This is an optimization exercise on Yosys and OpenROAD, whose aim is a short achievable clock period and few clock cycles, not a production implementation.
Only simulation tests tie the RTL to the original design; equivalence was not proved.
Power figures rest on the tool's default switching activity, not on a simulated workload.

==> inputs of juniper <==
==> flow/design.v <==
package rrts_pkg;
  localparam int ThreadsDef   = 16;
  localparam int CountBitsDef = 32;
  localparam int ReqW    = 3;
  localparam int TidW    = 4;
  localparam int StatusW = 3;
  localparam int OutCntW = 32;
  typedef logic [ReqW-1:0]    req_t;
  typedef logic [StatusW-1:0] status_t;
  typedef logic [1:0]         mode_t;
  localparam req_t REQ_TICK   = 3'd0;
  localparam req_t REQ_SPAWN  = 3'd1;
  localparam req_t REQ_TERM   = 3'd2;
  localparam req_t REQ_BLOCK  = 3'd3;
  localparam req_t REQ_RESUME = 3'd4;
  localparam req_t REQ_QUERY  = 3'd5;
  localparam status_t ST_OK      = 3'd0;
  localparam status_t ST_INVALID = 3'd1;
  localparam status_t ST_FULL    = 3'd2;
  localparam status_t ST_MAIN    = 3'd3;
  localparam status_t ST_HALT    = 3'd4;
  localparam mode_t MODE_RUN     = 2'd0;
  localparam mode_t MODE_BLOCKED = 2'd1;
  localparam mode_t MODE_READY   = 2'd2;
endpackage
module round_robin_thread_scheduler_unit #(
  parameter int THREADS    = rrts_pkg::ThreadsDef,
  parameter int COUNT_BITS = rrts_pkg::CountBitsDef
) (
  input  logic                         clk,
  input  logic                         rst_n,
  input  logic                         in_valid,
  output logic                         in_stall,
  input  logic [rrts_pkg::ReqW-1:0]    in_req_type,
  input  logic [rrts_pkg::TidW-1:0]    in_thread_id,
  output logic                         out_valid,
  input  logic                         out_stall,
  output logic [rrts_pkg::StatusW-1:0] out_status,
  output logic [rrts_pkg::TidW-1:0]    out_new_id,
  output logic [rrts_pkg::TidW-1:0]    out_running_id,
  output logic [rrts_pkg::OutCntW-1:0] out_thread_quantums,
  output logic [rrts_pkg::OutCntW-1:0] out_total_quantums
);
  localparam int IdW  = rrts_pkg::TidW;
  localparam int OutW = rrts_pkg::OutCntW;
  localparam int ResW = rrts_pkg::StatusW + 2 * IdW + 2 * OutW;
  localparam int QD   = 3;   
  function automatic logic [OutW-1:0] clip_out(input logic [COUNT_BITS-1:0] v);
    logic [COUNT_BITS-1:0] hi;
    hi = v >> OutW;
    if (hi != '0) clip_out = '1;
    else clip_out = OutW'(v);
  endfunction
  localparam int CW = (COUNT_BITS % 8 == 0) ? 8 : COUNT_BITS;
  localparam int NC = COUNT_BITS / CW;
  function automatic logic [NC+COUNT_BITS-1:0] step(input logic [COUNT_BITS-1:0] v,
                                                    input logic [NC-1:0] f,
                                                    input logic go);
    logic [COUNT_BITS-1:0] nv;
    logic [NC-1:0]         nf;
    logic                  cin;
    cin = go & ~(&f);
    for (int k = 0; k < NC; k++) begin
      for (int j = 0; j < CW; j++) begin
        logic low1;
        low1 = 1'b1;
        for (int m = 0; m < j; m++) low1 = low1 & v[k * CW + m];
        nv[k * CW + j] = v[k * CW + j] ^ (cin & low1);
      end
      if (cin) nf[k] = (v[k * CW +: CW] == {{(CW - 1){1'b1}}, 1'b0});
      else nf[k] = (v[k * CW +: CW] == '1);
      cin = cin & f[k];
    end
    step = {nf, nv};
  endfunction
  function automatic logic [IdW-1:0] enc(input logic [THREADS-1:0] oh);
    enc = '0;
    for (int i = 0; i < THREADS; i++) begin
      if (oh[i]) enc = enc | IdW'(i);
    end
  endfunction
  logic                accept;
  logic                in_stall_r;
  logic                a_v, a_tick, a_spawn, a_term, a_block, a_resume, a_query;
  logic [THREADS-1:0]  a_qoh;   
  logic                a_t0, a_clr;
  logic [THREADS-1:0]  a_toh;
  assign accept = rst_n && in_valid && !in_stall_r;
  always_ff @(posedge clk) begin
    a_v      <= accept;
    a_tick   <= accept && (in_req_type == rrts_pkg::REQ_TICK);
    a_spawn  <= accept && (in_req_type == rrts_pkg::REQ_SPAWN);
    a_term   <= accept && (in_req_type == rrts_pkg::REQ_TERM);
    a_block  <= accept && (in_req_type == rrts_pkg::REQ_BLOCK);
    a_resume <= accept && (in_req_type == rrts_pkg::REQ_RESUME);
    a_query  <= accept && (in_req_type == rrts_pkg::REQ_QUERY);
    for (int i = 0; i < THREADS; i++)
      a_qoh[i] <= accept && (in_req_type == rrts_pkg::REQ_QUERY) && (int'(in_thread_id) == i);
    a_t0     <= (in_thread_id == '0);
    for (int i = 0; i < THREADS; i++) a_toh[i] <= (int'(in_thread_id) == i);
    a_clr    <= !rst_n || (accept && (in_req_type == rrts_pkg::REQ_TERM) && (in_thread_id == '0));
  end
  logic [THREADS-1:0]    used_r, ready_r, blk_r, cur_r;
  logic [THREADS-1:0]    used_n, ready_n, blk_n, cur_n;
  logic [THREADS-1:0]    older_r [THREADS];
  logic [THREADS-1:0]    older_n [THREADS];
  logic [COUNT_BITS-1:0] cnt_r [THREADS];
  logic [COUNT_BITS-1:0] cnt_n [THREADS];
  logic [NC-1:0]         cf_r [THREADS];
  logic [NC-1:0]         cf_n [THREADS];
  logic [COUNT_BITS-1:0] total_r, total_n, total_p1_r;
  logic [NC-1:0]         tf_r;
  logic [IdW-1:0]        cur_id_r;
  logic                  any_ready, full;
  logic [THREADS-1:0]    head, lf, enq, go;
  logic                  t_used, t_cur;
  logic                  term_nz, block_nz, tb_nz, disp;
  rrts_pkg::status_t     b_status;
  always_comb begin
    any_ready = |ready_r;
    full      = &used_r;
    for (int i = 0; i < THREADS; i++) begin
      logic blocked_by;
      blocked_by = 1'b0;
      for (int j = 0; j < THREADS; j++) begin
        if (j < i) blocked_by = blocked_by | (ready_r[j] & older_r[j][i]);
        else if (j > i) blocked_by = blocked_by | (ready_r[j] & ~older_r[i][j]);
      end
      head[i] = ready_r[i] & ~blocked_by;
    end
    for (int i = 0; i < THREADS; i++) begin
      lf[i] = ~used_r[i];
      for (int j = 0; j < i; j++) lf[i] = lf[i] & used_r[j];
    end
    t_used = |(a_toh & used_r);
    t_cur  = |(a_toh & cur_r);
    term_nz  = a_term & ~a_t0;
    block_nz = a_block & ~a_t0;
    tb_nz    = term_nz | block_nz;
    disp     = a_tick | (tb_nz & t_cur);
    for (int i = 0; i < THREADS; i++) begin
      go[i]  = head[i] & disp;
      enq[i] = (a_tick & any_ready & cur_r[i])
             | (a_spawn & lf[i])
             | (a_resume & a_toh[i] & blk_r[i]);
      if (cur_r[i]) cur_n[i] = ~(any_ready & (a_tick | (tb_nz & a_toh[i])));
      else cur_n[i] = go[i];
      ready_n[i] = (ready_r[i] & ~go[i] & ~(tb_nz & a_toh[i])) | enq[i];
      blk_n[i]   = (blk_r[i] & ~((term_nz | a_resume) & a_toh[i]))
                 | (block_nz & a_toh[i] & used_r[i]);
      used_n[i]  = (used_r[i] & ~(term_nz & a_toh[i])) | (a_spawn & lf[i]);
      if ((term_nz & a_toh[i] & used_r[i]) | (a_spawn & lf[i])) begin
        cnt_n[i] = '0;
        cf_n[i]  = '0;
      end else if (a_tick & cur_r[i]) begin
        {cf_n[i], cnt_n[i]} = step(cnt_r[i], cf_r[i], 1'b1);
      end else begin
        cnt_n[i] = cnt_r[i];
        cf_n[i]  = cf_r[i];
      end
    end
    for (int x = 0; x < THREADS; x++) begin
      older_n[x] = older_r[x];
      for (int y = x + 1; y < THREADS; y++) begin
        if (enq[x]) older_n[x][y] = 1'b0;
        else if (enq[y]) older_n[x][y] = 1'b1;
      end
    end
    total_n = a_tick ? total_p1_r : total_r;
    b_status = rrts_pkg::ST_OK;
    if (a_spawn & full) b_status = rrts_pkg::ST_FULL;
    if ((a_term | a_block | a_resume | a_query) & ~t_used) b_status = rrts_pkg::ST_INVALID;
    if (a_term & a_t0) b_status = rrts_pkg::ST_HALT;
    if (a_block & a_t0) b_status = rrts_pkg::ST_MAIN;
  end
  always_ff @(posedge clk) begin
    if (a_clr) begin
      used_r  <= THREADS'(1);
      ready_r <= '0;
      blk_r   <= '0;
      cur_r   <= THREADS'(1);
      total_r <= COUNT_BITS'(1);
      total_p1_r <= COUNT_BITS'(2);
      for (int i = 0; i < THREADS; i++) cnt_r[i] <= (i == 0) ? COUNT_BITS'(1) : '0;
      for (int i = 0; i < THREADS; i++) cf_r[i] <= '0;
      tf_r    <= '0;
    end else begin
      used_r  <= used_n;
      ready_r <= ready_n;
      blk_r   <= blk_n;
      cur_r   <= cur_n;
      total_r <= total_n;
      if (a_tick) {tf_r, total_p1_r} <= step(total_p1_r, tf_r, 1'b1);
      for (int i = 0; i < THREADS; i++) cnt_r[i] <= cnt_n[i];
      for (int i = 0; i < THREADS; i++) cf_r[i] <= cf_n[i];
    end
  end
  always_ff @(posedge clk) begin
    for (int i = 0; i < THREADS; i++) older_r[i] <= older_n[i];
  end
  logic                  c_v;
  logic [COUNT_BITS-1:0] c_cnt;
  logic [ResW-1:0]       c_res;
  logic [IdW-1:0]        run_n;
  assign c_v = a_v;
  always_comb begin
    c_cnt = '0;
    for (int i = 0; i < THREADS; i++) begin
      if (a_qoh[i] & used_r[i]) c_cnt = c_cnt | cnt_r[i];
    end
    run_n = (any_ready & disp) ? enc(head) : cur_id_r;
    c_res = {b_status,
             (a_spawn & ~full) ? enc(lf) : IdW'(0),
             a_clr ? IdW'(0) : run_n,
             clip_out(c_cnt),
             a_clr ? OutW'(1) : clip_out(total_n)};
  end
  always_ff @(posedge clk) begin
    if (a_clr) cur_id_r <= '0;
    else cur_id_r <= run_n;
  end
  logic [ResW-1:0] q_mem [QD];
  logic [QD-1:0]   q_rp, q_wp;
  logic [QD-1:0]   q_th, q_th_n;
  logic [QD-1:0]   occ_th, occ_th_n;
  logic            o_v;
  logic [ResW-1:0] o_res;
  logic            deliver, q_up, q_dn, occ_up, occ_dn;
  logic [ResW-1:0] m0, m1, m_sel;
  logic            sel_c;
  assign deliver = o_v && !out_stall;
  assign q_up    = c_v && !deliver;
  assign q_dn    = deliver && !c_v;
  assign occ_up  = accept && !deliver;
  assign occ_dn  = deliver && !accept;
  always_comb begin
    for (int k = 0; k < QD; k++) begin
      if (q_up) q_th_n[k] = (k == 0) ? 1'b1 : q_th[k - 1];
      else if (q_dn) q_th_n[k] = (k == QD - 1) ? 1'b0 : q_th[k + 1];
      else q_th_n[k] = q_th[k];
      if (occ_up) occ_th_n[k] = (k == 0) ? 1'b1 : occ_th[k - 1];
      else if (occ_dn) occ_th_n[k] = (k == QD - 1) ? 1'b0 : occ_th[k + 1];
      else occ_th_n[k] = occ_th[k];
    end
    m0 = '0;
    m1 = '0;
    for (int k = 0; k < QD; k++) begin
      if (q_rp[k]) m0 = m0 | q_mem[k];
      if (q_rp[(k + QD - 1) % QD]) m1 = m1 | q_mem[k];
    end
    sel_c = out_stall ? !q_th[0] : !q_th[1];
    m_sel = out_stall ? m0 : m1;
  end
  always_ff @(posedge clk) begin
    if (!rst_n) begin
      o_v        <= 1'b0;
      q_th       <= '0;
      q_rp       <= QD'(1);
      q_wp       <= QD'(1);
      occ_th     <= '0;
      in_stall_r <= 1'b1;
    end else begin
      o_v        <= c_v || (deliver ? q_th[1] : q_th[0]);
      q_th       <= q_th_n;
      if (deliver) q_rp <= {q_rp[QD-2:0], q_rp[QD-1]};
      if (c_v) q_wp <= {q_wp[QD-2:0], q_wp[QD-1]};
      occ_th     <= occ_th_n;
      in_stall_r <= occ_th_n[QD-1];
    end
  end
  always_ff @(posedge clk) begin
    for (int k = 0; k < QD; k++) begin
      if (c_v && q_wp[k]) q_mem[k] <= c_res;
    end
    o_res <= sel_c ? c_res : m_sel;
  end
  assign in_stall = in_stall_r;
  assign out_valid = o_v;
  assign {out_status, out_new_id, out_running_id, out_thread_quantums, out_total_quantums} = o_res;
endmodule
==> flow/run.sh <==
#!/bin/bash
# synth_recipe.tcl (not shown) runs the flow's synth.tcl, then flattens the netlist and writes it again
# the make line also repeats each setting of config.mk as NAME=value (left out here)
make -C /OpenROAD-flow-scripts/flow DESIGN_CONFIG=/design/flow/config.mk WORK_HOME=/design/flow/orfs CLKGATE_MAP_FILE= SYNTH_SCRIPT=/design/flow/synth_recipe.tcl finish
==> flow/config.mk <==
export PLATFORM = sky130hd
export DESIGN_NAME = round_robin_thread_scheduler_unit
export DESIGN_NICKNAME = round_robin_thread_scheduler_unit
export VERILOG_FILES = /design/flow/design.v
export SDC_FILE = /design/flow/constraint.sdc
export NUM_CORES = 4
export LEC_CHECK = 0
export ABC_CLOCK_PERIOD_IN_PS = 1800
export CAP_MARGIN = 20
export CORE_MARGIN = 2
export CORE_UTILIZATION = 60
export CTS_CLUSTER_DIAMETER = 80
export CTS_CLUSTER_SIZE = 24
export PLACE_DENSITY = 0.72
export SETUP_SLACK_MARGIN = 3.65
export SLEW_MARGIN = 20
==> flow/constraint.sdc <==
create_clock -name core_clock -period 6.0 [get_ports {clk}]
set_input_delay 1.2000 -clock core_clock [delete_from_list [all_inputs] [get_ports {clk}]]
set_output_delay 1.2000 -clock core_clock [all_outputs]
set_load 0.01 [all_outputs]
==> garnet (differences from juniper) <==
--- a/flow/design.v
+++ b/flow/design.v
@@ -53,23 +53,11 @@
   endfunction
-  localparam int CW = (COUNT_BITS % 8 == 0) ? 8 : COUNT_BITS;
-  localparam int NC = COUNT_BITS / CW;
-  function automatic logic [NC+COUNT_BITS-1:0] step(input logic [COUNT_BITS-1:0] v,
-                                                    input logic [NC-1:0] f,
-                                                    input logic go);
-    logic [COUNT_BITS-1:0] nv;
-    logic [NC-1:0]         nf;
-    logic                  cin;
-    cin = go & ~(&f);
-    for (int k = 0; k < NC; k++) begin
-      for (int j = 0; j < CW; j++) begin
-        logic low1;
-        low1 = 1'b1;
-        for (int m = 0; m < j; m++) low1 = low1 & v[k * CW + m];
-        nv[k * CW + j] = v[k * CW + j] ^ (cin & low1);
-      end
-      if (cin) nf[k] = (v[k * CW +: CW] == {{(CW - 1){1'b1}}, 1'b0});
-      else nf[k] = (v[k * CW +: CW] == '1);
-      cin = cin & f[k];
-    end
-    step = {nf, nv};
+  function automatic logic [COUNT_BITS-1:0] sat_inc(input logic [COUNT_BITS-1:0] v);
+    logic all1;
+    all1 = &v;
+    for (int b = 0; b < COUNT_BITS; b++) begin
+      logic low1;
+      low1 = 1'b1;
+      for (int j = 0; j < b; j++) low1 = low1 & v[j];
+      sat_inc[b] = v[b] ^ (low1 & ~all1);
+    end
   endfunction
@@ -84,3 +72,2 @@
   logic                a_v, a_tick, a_spawn, a_term, a_block, a_resume, a_query;
-  logic [THREADS-1:0]  a_qoh;   
   logic                a_t0, a_clr;
@@ -96,4 +83,2 @@
     a_query  <= accept && (in_req_type == rrts_pkg::REQ_QUERY);
-    for (int i = 0; i < THREADS; i++)
-      a_qoh[i] <= accept && (in_req_type == rrts_pkg::REQ_QUERY) && (int'(in_thread_id) == i);
     a_t0     <= (in_thread_id == '0);
@@ -108,6 +93,3 @@
   logic [COUNT_BITS-1:0] cnt_n [THREADS];
-  logic [NC-1:0]         cf_r [THREADS];
-  logic [NC-1:0]         cf_n [THREADS];
-  logic [COUNT_BITS-1:0] total_r, total_n, total_p1_r;
-  logic [NC-1:0]         tf_r;
+  logic [COUNT_BITS-1:0] total_r, total_n;
   logic [IdW-1:0]        cur_id_r;
@@ -151,11 +133,5 @@
       used_n[i]  = (used_r[i] & ~(term_nz & a_toh[i])) | (a_spawn & lf[i]);
-      if ((term_nz & a_toh[i] & used_r[i]) | (a_spawn & lf[i])) begin
-        cnt_n[i] = '0;
-        cf_n[i]  = '0;
-      end else if (a_tick & cur_r[i]) begin
-        {cf_n[i], cnt_n[i]} = step(cnt_r[i], cf_r[i], 1'b1);
-      end else begin
-        cnt_n[i] = cnt_r[i];
-        cf_n[i]  = cf_r[i];
-      end
+      if ((term_nz & a_toh[i] & used_r[i]) | (a_spawn & lf[i])) cnt_n[i] = '0;
+      else if (a_tick & cur_r[i]) cnt_n[i] = sat_inc(cnt_r[i]);
+      else cnt_n[i] = cnt_r[i];
     end
@@ -168,3 +144,3 @@
     end
-    total_n = a_tick ? total_p1_r : total_r;
+    total_n = a_tick ? sat_inc(total_r) : total_r;
     b_status = rrts_pkg::ST_OK;
@@ -182,6 +158,3 @@
       total_r <= COUNT_BITS'(1);
-      total_p1_r <= COUNT_BITS'(2);
       for (int i = 0; i < THREADS; i++) cnt_r[i] <= (i == 0) ? COUNT_BITS'(1) : '0;
-      for (int i = 0; i < THREADS; i++) cf_r[i] <= '0;
-      tf_r    <= '0;
     end else begin
@@ -192,5 +165,3 @@
       total_r <= total_n;
-      if (a_tick) {tf_r, total_p1_r} <= step(total_p1_r, tf_r, 1'b1);
       for (int i = 0; i < THREADS; i++) cnt_r[i] <= cnt_n[i];
-      for (int i = 0; i < THREADS; i++) cf_r[i] <= cf_n[i];
     end
@@ -208,3 +179,3 @@
     for (int i = 0; i < THREADS; i++) begin
-      if (a_qoh[i] & used_r[i]) c_cnt = c_cnt | cnt_r[i];
+      if (a_toh[i]) c_cnt = c_cnt | cnt_r[i];
     end
@@ -214,3 +185,3 @@
              a_clr ? IdW'(0) : run_n,
-             clip_out(c_cnt),
+             (a_query & t_used) ? clip_out(c_cnt) : OutW'(0),
              a_clr ? OutW'(1) : clip_out(total_n)};
@@ -228,4 +199,3 @@
   logic            deliver, q_up, q_dn, occ_up, occ_dn;
-  logic [ResW-1:0] m0, m1, m_sel;
-  logic            sel_c;
+  logic [ResW-1:0] m0, m1, x0, y;
   assign deliver = o_v && !out_stall;
@@ -250,4 +220,4 @@
     end
-    sel_c = out_stall ? !q_th[0] : !q_th[1];
-    m_sel = out_stall ? m0 : m1;
+    x0 = q_th[0] ? m0 : c_res;
+    y  = !o_v ? x0 : (q_th[1] ? m1 : c_res);
   end
@@ -274,3 +244,3 @@
     end
-    o_res <= sel_c ? c_res : m_sel;
+    o_res <= out_stall ? x0 : y;
   end
Settings changed: CORE_UTILIZATION 60 to 65, PLACE_DENSITY 0.72 to 0.75, SETUP_SLACK_MARGIN 3.65 to 4.0.
==> maple (differences from juniper) <==
--- a/flow/design.v
+++ b/flow/design.v
@@ -84,3 +84,4 @@
   logic                a_v, a_tick, a_spawn, a_term, a_block, a_resume, a_query;
-  logic [THREADS-1:0]  a_qoh;   
+  logic [COUNT_BITS-1:0] a_cnt;
+  logic                  a_qinc, a_qrst;
   logic                a_t0, a_clr;
@@ -96,4 +97,2 @@
     a_query  <= accept && (in_req_type == rrts_pkg::REQ_QUERY);
-    for (int i = 0; i < THREADS; i++)
-      a_qoh[i] <= accept && (in_req_type == rrts_pkg::REQ_QUERY) && (int'(in_thread_id) == i);
     a_t0     <= (in_thread_id == '0);
@@ -200,4 +199,23 @@
   end
+  always_ff @(posedge clk) begin
+    a_cnt  <= '0;
+    a_qinc <= 1'b0;
+    for (int i = 0; i < THREADS; i++) begin
+      if (int'(in_thread_id) == i) begin
+        a_cnt  <= cnt_r[i];
+        a_qinc <= a_tick & cur_r[i];
+      end
+    end
+    a_qrst <= a_clr;
+  end
+  logic [NC-1:0]         q_f, q_fn;
+  logic [COUNT_BITS-1:0] q_cnt, q_inc;
+  always_comb begin
+    for (int k = 0; k < NC; k++) q_f[k] = &a_cnt[k * CW +: CW];
+    {q_fn, q_inc} = step(a_cnt, q_f, 1'b1);
+    if (a_qrst) q_cnt = COUNT_BITS'(1);
+    else if (a_qinc) q_cnt = q_inc;
+    else q_cnt = a_cnt;
+  end
   logic                  c_v;
-  logic [COUNT_BITS-1:0] c_cnt;
   logic [ResW-1:0]       c_res;
@@ -206,6 +224,2 @@
   always_comb begin
-    c_cnt = '0;
-    for (int i = 0; i < THREADS; i++) begin
-      if (a_qoh[i] & used_r[i]) c_cnt = c_cnt | cnt_r[i];
-    end
     run_n = (any_ready & disp) ? enc(head) : cur_id_r;
@@ -214,3 +228,3 @@
              a_clr ? IdW'(0) : run_n,
-             clip_out(c_cnt),
+             (a_query & t_used) ? clip_out(q_cnt) : OutW'(0),
              a_clr ? OutW'(1) : clip_out(total_n)};
Settings changed: CORE_UTILIZATION 60 to 55, PLACE_DENSITY 0.72 to 0.7, SETUP_SLACK_MARGIN 3.65 to 3.7.
==> violet (differences from juniper) <==
--- a/flow/design.v
+++ b/flow/design.v
@@ -53,23 +53,11 @@
   endfunction
-  localparam int CW = (COUNT_BITS % 8 == 0) ? 8 : COUNT_BITS;
-  localparam int NC = COUNT_BITS / CW;
-  function automatic logic [NC+COUNT_BITS-1:0] step(input logic [COUNT_BITS-1:0] v,
-                                                    input logic [NC-1:0] f,
-                                                    input logic go);
-    logic [COUNT_BITS-1:0] nv;
-    logic [NC-1:0]         nf;
-    logic                  cin;
-    cin = go & ~(&f);
-    for (int k = 0; k < NC; k++) begin
-      for (int j = 0; j < CW; j++) begin
-        logic low1;
-        low1 = 1'b1;
-        for (int m = 0; m < j; m++) low1 = low1 & v[k * CW + m];
-        nv[k * CW + j] = v[k * CW + j] ^ (cin & low1);
-      end
-      if (cin) nf[k] = (v[k * CW +: CW] == {{(CW - 1){1'b1}}, 1'b0});
-      else nf[k] = (v[k * CW +: CW] == '1);
-      cin = cin & f[k];
-    end
-    step = {nf, nv};
+  function automatic logic [COUNT_BITS-1:0] sat_inc(input logic [COUNT_BITS-1:0] v);
+    logic all1;
+    all1 = &v;
+    for (int b = 0; b < COUNT_BITS; b++) begin
+      logic low1;
+      low1 = 1'b1;
+      for (int j = 0; j < b; j++) low1 = low1 & v[j];
+      sat_inc[b] = v[b] ^ (low1 & ~all1);
+    end
   endfunction
@@ -84,3 +72,2 @@
   logic                a_v, a_tick, a_spawn, a_term, a_block, a_resume, a_query;
-  logic [THREADS-1:0]  a_qoh;   
   logic                a_t0, a_clr;
@@ -96,4 +83,2 @@
     a_query  <= accept && (in_req_type == rrts_pkg::REQ_QUERY);
-    for (int i = 0; i < THREADS; i++)
-      a_qoh[i] <= accept && (in_req_type == rrts_pkg::REQ_QUERY) && (int'(in_thread_id) == i);
     a_t0     <= (in_thread_id == '0);
@@ -108,6 +93,3 @@
   logic [COUNT_BITS-1:0] cnt_n [THREADS];
-  logic [NC-1:0]         cf_r [THREADS];
-  logic [NC-1:0]         cf_n [THREADS];
   logic [COUNT_BITS-1:0] total_r, total_n, total_p1_r;
-  logic [NC-1:0]         tf_r;
   logic [IdW-1:0]        cur_id_r;
@@ -151,11 +133,5 @@
       used_n[i]  = (used_r[i] & ~(term_nz & a_toh[i])) | (a_spawn & lf[i]);
-      if ((term_nz & a_toh[i] & used_r[i]) | (a_spawn & lf[i])) begin
-        cnt_n[i] = '0;
-        cf_n[i]  = '0;
-      end else if (a_tick & cur_r[i]) begin
-        {cf_n[i], cnt_n[i]} = step(cnt_r[i], cf_r[i], 1'b1);
-      end else begin
-        cnt_n[i] = cnt_r[i];
-        cf_n[i]  = cf_r[i];
-      end
+      if ((term_nz & a_toh[i] & used_r[i]) | (a_spawn & lf[i])) cnt_n[i] = '0;
+      else if (a_tick & cur_r[i]) cnt_n[i] = sat_inc(cnt_r[i]);
+      else cnt_n[i] = cnt_r[i];
     end
@@ -184,4 +160,2 @@
       for (int i = 0; i < THREADS; i++) cnt_r[i] <= (i == 0) ? COUNT_BITS'(1) : '0;
-      for (int i = 0; i < THREADS; i++) cf_r[i] <= '0;
-      tf_r    <= '0;
     end else begin
@@ -192,5 +166,4 @@
       total_r <= total_n;
-      if (a_tick) {tf_r, total_p1_r} <= step(total_p1_r, tf_r, 1'b1);
+      if (a_tick) total_p1_r <= sat_inc(total_p1_r);
       for (int i = 0; i < THREADS; i++) cnt_r[i] <= cnt_n[i];
-      for (int i = 0; i < THREADS; i++) cf_r[i] <= cf_n[i];
     end
@@ -208,3 +181,3 @@
     for (int i = 0; i < THREADS; i++) begin
-      if (a_qoh[i] & used_r[i]) c_cnt = c_cnt | cnt_r[i];
+      if (a_toh[i]) c_cnt = c_cnt | cnt_r[i];
     end
@@ -214,3 +187,3 @@
              a_clr ? IdW'(0) : run_n,
-             clip_out(c_cnt),
+             (a_query & t_used) ? clip_out(c_cnt) : OutW'(0),
              a_clr ? OutW'(1) : clip_out(total_n)};
Settings changed: CORE_UTILIZATION 60 to 50, CTS_CLUSTER_DIAMETER 80 to 100, CTS_CLUSTER_SIZE 24 to 30, PLACE_DENSITY 0.72 to 0.65, SETUP_SLACK_MARGIN 3.65 to 3.7.
==> notes <==
violet finished with timing, DRC and antenna clean. juniper produced a clean layout. maple completed without violations. garnet did not get past global routing (5_1_grt).
The lowest setup slack belongs to maple, the highest to violet.
Clock skew: juniper is lower than maple (0.00095 ns).
The highest first-iteration DRC count belongs to violet, the lowest to juniper.
Sequential cell count, highest first: maple, juniper, violet.
In maple the critical path depth is lower than in juniper, by 7.
Via count: juniper < violet < maple.
Against maple, the sequential power of juniper is smaller by about 2%.
Clock power: maple > juniper > violet.
Worst hold slack, lowest first: maple, juniper, violet.
Synthesized cell count: garnet < violet < juniper < maple.
Non-clock buffer count, highest first: violet, maple, juniper.
Testbench counts of juniper, summed over its fixed seeds: cycles 6,416.
Testbench counts of garnet, summed over its fixed seeds: cycles 6,416.
Testbench counts of maple, summed over its fixed seeds: cycles 6,416.
Testbench counts of violet, summed over its fixed seeds: cycles 6,416.

## re-timing with driven ports
Ports are ideal in the flow. The routed layouts listed here were re-timed in OpenROAD. Step 1 assumes that a clkbuf_16 drives the clock port and a buf_2 every other input. Step 2 times the ports against the registers' clock, not the clock port: input delays grow and output delays shrink by t, the midpoint of the rising clock arrivals with the driver on. Three values: ideal, step 1, step 2; two values: the first two.
run	t, ns	setup WS [ns]	worst slew at a driven data input, ns
juniper	0.772	3.554 / 3.526 / 3.044	0.04
maple	0.786	3.534 / 3.458 / 2.737	0.27
violet	0.761	3.596 / 3.519 / 3.085	0.10
After both steps setup and hold are still met in every run listed. For maple, which loses most, drivers alone change the setup slack by -0.076 ns; drivers and shift together by -0.797 ns.
